What follows belongs to an exercise in optimizing a design on an open flow for small area, a short achievable clock period and few clock cycles per item; a production flow would make more cautious choices.
Function was checked by simulation only, so behaviour that the tests miss may differ from the original.
No activity file was given, so power comes from the tool's default toggle rates.

v32:
## radix_digit_converter_core
module radix_digit_converter_core #(
  parameter int unsigned VALUE_BITS = rdc_pkg::VALUE_BITS_DEF,
  parameter int unsigned MAX_DIGITS = rdc_pkg::MAX_DIGITS_DEF
) (
  input  logic                  clk_i,
  input  logic                  rst_ni,
  input  logic                  cfg_we_i,
  input  logic [rdc_pkg::BASE_W-1:0]     cfg_wdata_i,
  input  logic                  in_valid_i,
  output logic                  in_ready_o,
  input  logic [VALUE_BITS-1:0] value_i,
  output logic                  out_valid_o,
  input  logic                  out_ready_i,
  output logic [rdc_pkg::DIGIT_W-1:0]    digit_o,
  output logic                  last_digit_o
);
clock: 9.0 ns
lec_check: 0
abc_area: 1
cap_margin: 20
core_margin: 2
core_utilization: 40
setup_slack_margin: 5
slew_margin: 20
tns_end_percent: 100
run.sh (not shown) runs the stock make flow with config.mk's settings and CLKGATE_MAP_FILE= SYNTH_SCRIPT=/design/flow/synth_recipe.tcl, a recipe that flattens the netlist after the stock synthesis.
Testbench counts of v32, summed over its fixed seeds: cycles 7,833, digits 4,076.
Relative to v32, the following input files were edited for v46:
# v32
export LEC_CHECK = 0
export ABC_AREA = 1
export CAP_MARGIN = 20
export CORE_MARGIN = 2
export CORE_UTILIZATION = 40
export SETUP_SLACK_MARGIN = 5
export SLEW_MARGIN = 20
export TNS_END_PERCENT = 100
create_clock -name core_clock -period 9.0 [get_ports {clk_i}]
# v46
export LEC_CHECK = 0
export ABC_AREA = 0
export CAP_MARGIN = 20
export CORE_MARGIN = 2
export CORE_UTILIZATION = 40
export SETUP_SLACK_MARGIN = 5
export SLEW_MARGIN = 20
export TNS_END_PERCENT = 100
create_clock -name core_clock -period 9.0 [get_ports {clk_i}]
==> run summary <==
met5 as the highest routing layer actually used was reported by v32, and met4 by v46. Worst-path cell with the longest stage delay = sky130_fd_sc_hd__or4_4: v46; worst-path cell with the longest stage delay = sky130_fd_sc_hd__clkdlybuf4s50_1: v32. v46 ended up with a higher routed wire length per instance than v32 did. Per the comparison of v46 with v32, wire length of the first global-routing pass now sits lower, first-iteration DRC count lower, largest net degree at the start of global routing went up by 130%, combinational fraction of design power lost 2.8 points.
Changes in v34 relative to v46:
# v46
export LEC_CHECK = 0
export ABC_AREA = 0
export CAP_MARGIN = 20
export CORE_MARGIN = 2
export CORE_UTILIZATION = 40
export SETUP_SLACK_MARGIN = 5
export SLEW_MARGIN = 20
export TNS_END_PERCENT = 100
create_clock -name core_clock -period 9.0 [get_ports {clk_i}]
# v34
export LEC_CHECK = 0
export ABC_AREA = 1
export CAP_MARGIN = 20
export CORE_MARGIN = 2
export CORE_UTILIZATION = 40
export GPL_TIMING_DRIVEN = 1
export SETUP_SLACK_MARGIN = 5
export SLEW_MARGIN = 20
export TNS_END_PERCENT = 100
create_clock -name core_clock -period 9.0 [get_ports {clk_i}]
--- outcome ---
v34 went all the way through the flow, and no timing, DRC or antenna check failed.
The flip-flop and latch share of the layout cell area number comes out lower for v46 vs v34.
v46 -> v34: die width increased slightly
Delta(cell area, v34 - v46) < 0

Another version of the RTL of radix_digit_converter_core (not shown whole).
For scale: about 4,600 cells after synthesis.
make LEC_CHECK=0 ABC_AREA=1 CAP_MARGIN=20 CORE_MARGIN=2 CORE_UTILIZATION=55 SETUP_SLACK_MARGIN=5 SLEW_MARGIN=20 TNS_END_PERCENT=100 finish   # period 9.0 ns
The baseline finished with timing, DRC and antenna clean.
Testbench counts at the start, summed over its fixed seeds: cycles 7,920, digits 4,076.
Change:
CORE_UTILIZATION = 70   (was 55)
The changed run passed the timing, design-rule and antenna checks.
Setup slack gets worse by 110 ps.
Hold slack gets worse by 9.6 ps.
Maximum frequency fell by about 2.6%.
Non-clock buffer count fell by 18.
Change:
CORE_UTILIZATION = 40   (was 70)
Clock skew climbs by 13 ps.
Clock power rose by about 5%.
Die area increases by 73%.
Synthesized area is unchanged.
Change:
SETUP_SLACK_MARGIN = 3.5   (was 5)
Effect:
- fmax went down by about 19%
- clock-buffer cell count does not change
- die area stays the same
- critical path depth grows by 20
- total power decreases by 2.5%
- worst setup slack gets worse by 920 ps
- utilization shrinks by 1.2 points
- routed wire length falls by about 4%
- clock skew grows by 14 ps
- clock power goes down by about 2%

== fjord ==
Another version of the RTL of radix_digit_converter_core (not shown whole).
Size in the first run: about 88 I/O pins, roughly 0.026 sq mm of cells after synthesis.
clock: 9.0 ns
lec_check: 0
abc_area: 1
cap_margin: 20
core_margin: 2
core_utilization: 40
setup_slack_margin: 4.5
slew_margin: 20
tns_end_percent: 100
Testbench counts of fjord, summed over its fixed seeds: cycles 12,058, digits 4,076.
Changes in zinc relative to fjord:
- SETUP_SLACK_MARGIN no longer set, was 4.5
- TNS_END_PERCENT no longer set, was 100
Results
Comparing zinc with fjord, the core occupancy in the finished layout came out essentially unchanged.
Diff fjord -> zinc: final critical delay including setup and external delays moved up; final cell count saw little to no change; max-slew headroom at the worst pin decreased 2.1 points; share of the synthesized area in compound gates (AO/OA/AOI/OAI) saw little to no change; number of cells after detailed placement has remained practically unchanged.
zinc: flow completed, timing, DRC and antenna clean
Compared with fjord, in zinc number of ordinary and repair buffers in the finished layout picked up an extra 4, total power neither gained nor lost much, global-route usage neither gained nor lost much.

## job 101
Another version of the RTL of radix_digit_converter_core (not shown whole).
For scale: ~3400 cells after synthesis, roughly 360 flip-flops, ~88 I/O pins, about 26000 um^2 of cells after synthesis.
// radix_digit_converter_core
module radix_digit_converter_core #(
  parameter int unsigned VALUE_BITS = rdc_pkg::VALUE_BITS_DEF,
  parameter int unsigned MAX_DIGITS = rdc_pkg::MAX_DIGITS_DEF
) (
  input  logic                  clk_i,
  input  logic                  rst_ni,
  input  logic                  cfg_we_i,
  input  logic [rdc_pkg::BASE_W-1:0]     cfg_wdata_i,
  input  logic                  in_valid_i,
  output logic                  in_ready_o,
  input  logic [VALUE_BITS-1:0] value_i,
  output logic                  out_valid_o,
  input  logic                  out_ready_i,
  output logic [rdc_pkg::DIGIT_W-1:0]    digit_o,
  output logic                  last_digit_o
);
make LEC_CHECK=0 ABC_AREA=1 CAP_MARGIN=20 CORE_MARGIN=2 CORE_UTILIZATION=40 SLEW_MARGIN=20 finish   # period 9.0 ns
Job 101 reached the final stage; the timing, design-rule and antenna checks on its layout passed.
Testbench counts of job 101, summed over its fixed seeds: cycles 11,975, digits 4,076.
#### Input delta (job 102 over job 101)
# job 101
export LEC_CHECK = 0
export ABC_AREA = 1
export CAP_MARGIN = 20
export CORE_MARGIN = 2
export CORE_UTILIZATION = 40
export SLEW_MARGIN = 20
create_clock -name core_clock -period 9.0 [get_ports {clk_i}]
# job 102
export LEC_CHECK = 0
export CAP_MARGIN = 20
export CORE_MARGIN = 2
export CORE_UTILIZATION = 40
export SLEW_MARGIN = 20
create_clock -name core_clock -period 9.0 [get_ports {clk_i}]
Findings:
Job 102 finished end to end and its layout was clean on timing, DRC and antenna.
From job 101 to job 102 the numbers moved as follows: count of non-CTS inverters in the layout moved down; fmax moved down.
The post-synthesis to final-layout area growth in job 102 was higher than what job 101 gave.
Summary — largest net degree at the start of global routing, job 102 relative to job 101: lower, by 12.

-- static timing again, ports no longer ideal --
How much do the figures lean on ideal ports? The routed layouts below were timed once more, with nothing changed but the port constraints. Step 1 (the two cells are an assumption about what drives the block):
set clk [get_ports {clk_i}]
set_driving_cell -lib_cell sky130_fd_sc_hd__clkbuf_16 $clk
set_driving_cell -lib_cell sky130_fd_sc_hd__buf_2 [delete_from_list [all_inputs] $clk]
Step 2 times the ports against the registers' clock, not the clock port: input delays grow and output delays shrink by t, the midpoint of the rising clock arrivals with the driver on. Slacks: no drivers / after step 1 / after step 2; pairs: no drivers / after step 1.
run	t (ns)	setup slack, ns	worst hold slack (ns)	latest minus earliest clock arrival (ns)
v32	0.696	5.098 / 5.131 / 4.435	0.325 / 0.325 / 0.325	0.041 / 0.041
v46	0.697	4.654 / 4.681 / 3.985	0.323 / 0.323 / 0.323	0.045 / 0.045
v34	0.696	5.098 / 5.131 / 4.435	0.325 / 0.325 / 0.325	0.041 / 0.041
the first run of note 2	0.695	5.067 / 5.102 / 4.415	0.347 / 0.347 / 0.347	0.034 / 0.033
the second run of note 2	0.692	4.962 / 4.978 / 4.310	0.338 / 0.338 / 0.338	0.021 / 0.022
the third run of note 2	0.672	4.990 / 5.007 / 4.363	0.330 / 0.330 / 0.330	0.035 / 0.035
the fourth run of note 2	0.687	4.065 / 4.065 / 3.931	0.332 / 0.332 / 0.332	0.050 / 0.050
fjord	0.647	4.687 / 4.631 / 4.247	0.340 / 0.340 / 0.340	0.035 / 0.035
zinc	0.658	4.420 / 4.420 / 4.021	0.346 / 0.346 / 0.346	0.048 / 0.048
job 101	0.655	3.646 / 3.646 / 3.646	0.340 / 0.340 / 0.340	0.029 / 0.029
job 102	0.639	2.889 / 2.889 / 2.889	0.346 / 0.346 / 0.346	0.033 / 0.033
After both steps setup and hold are still met in every run listed. For v46, which loses most, drivers alone change the setup slack by +0.027 ns; drivers and shift together by -0.669 ns.
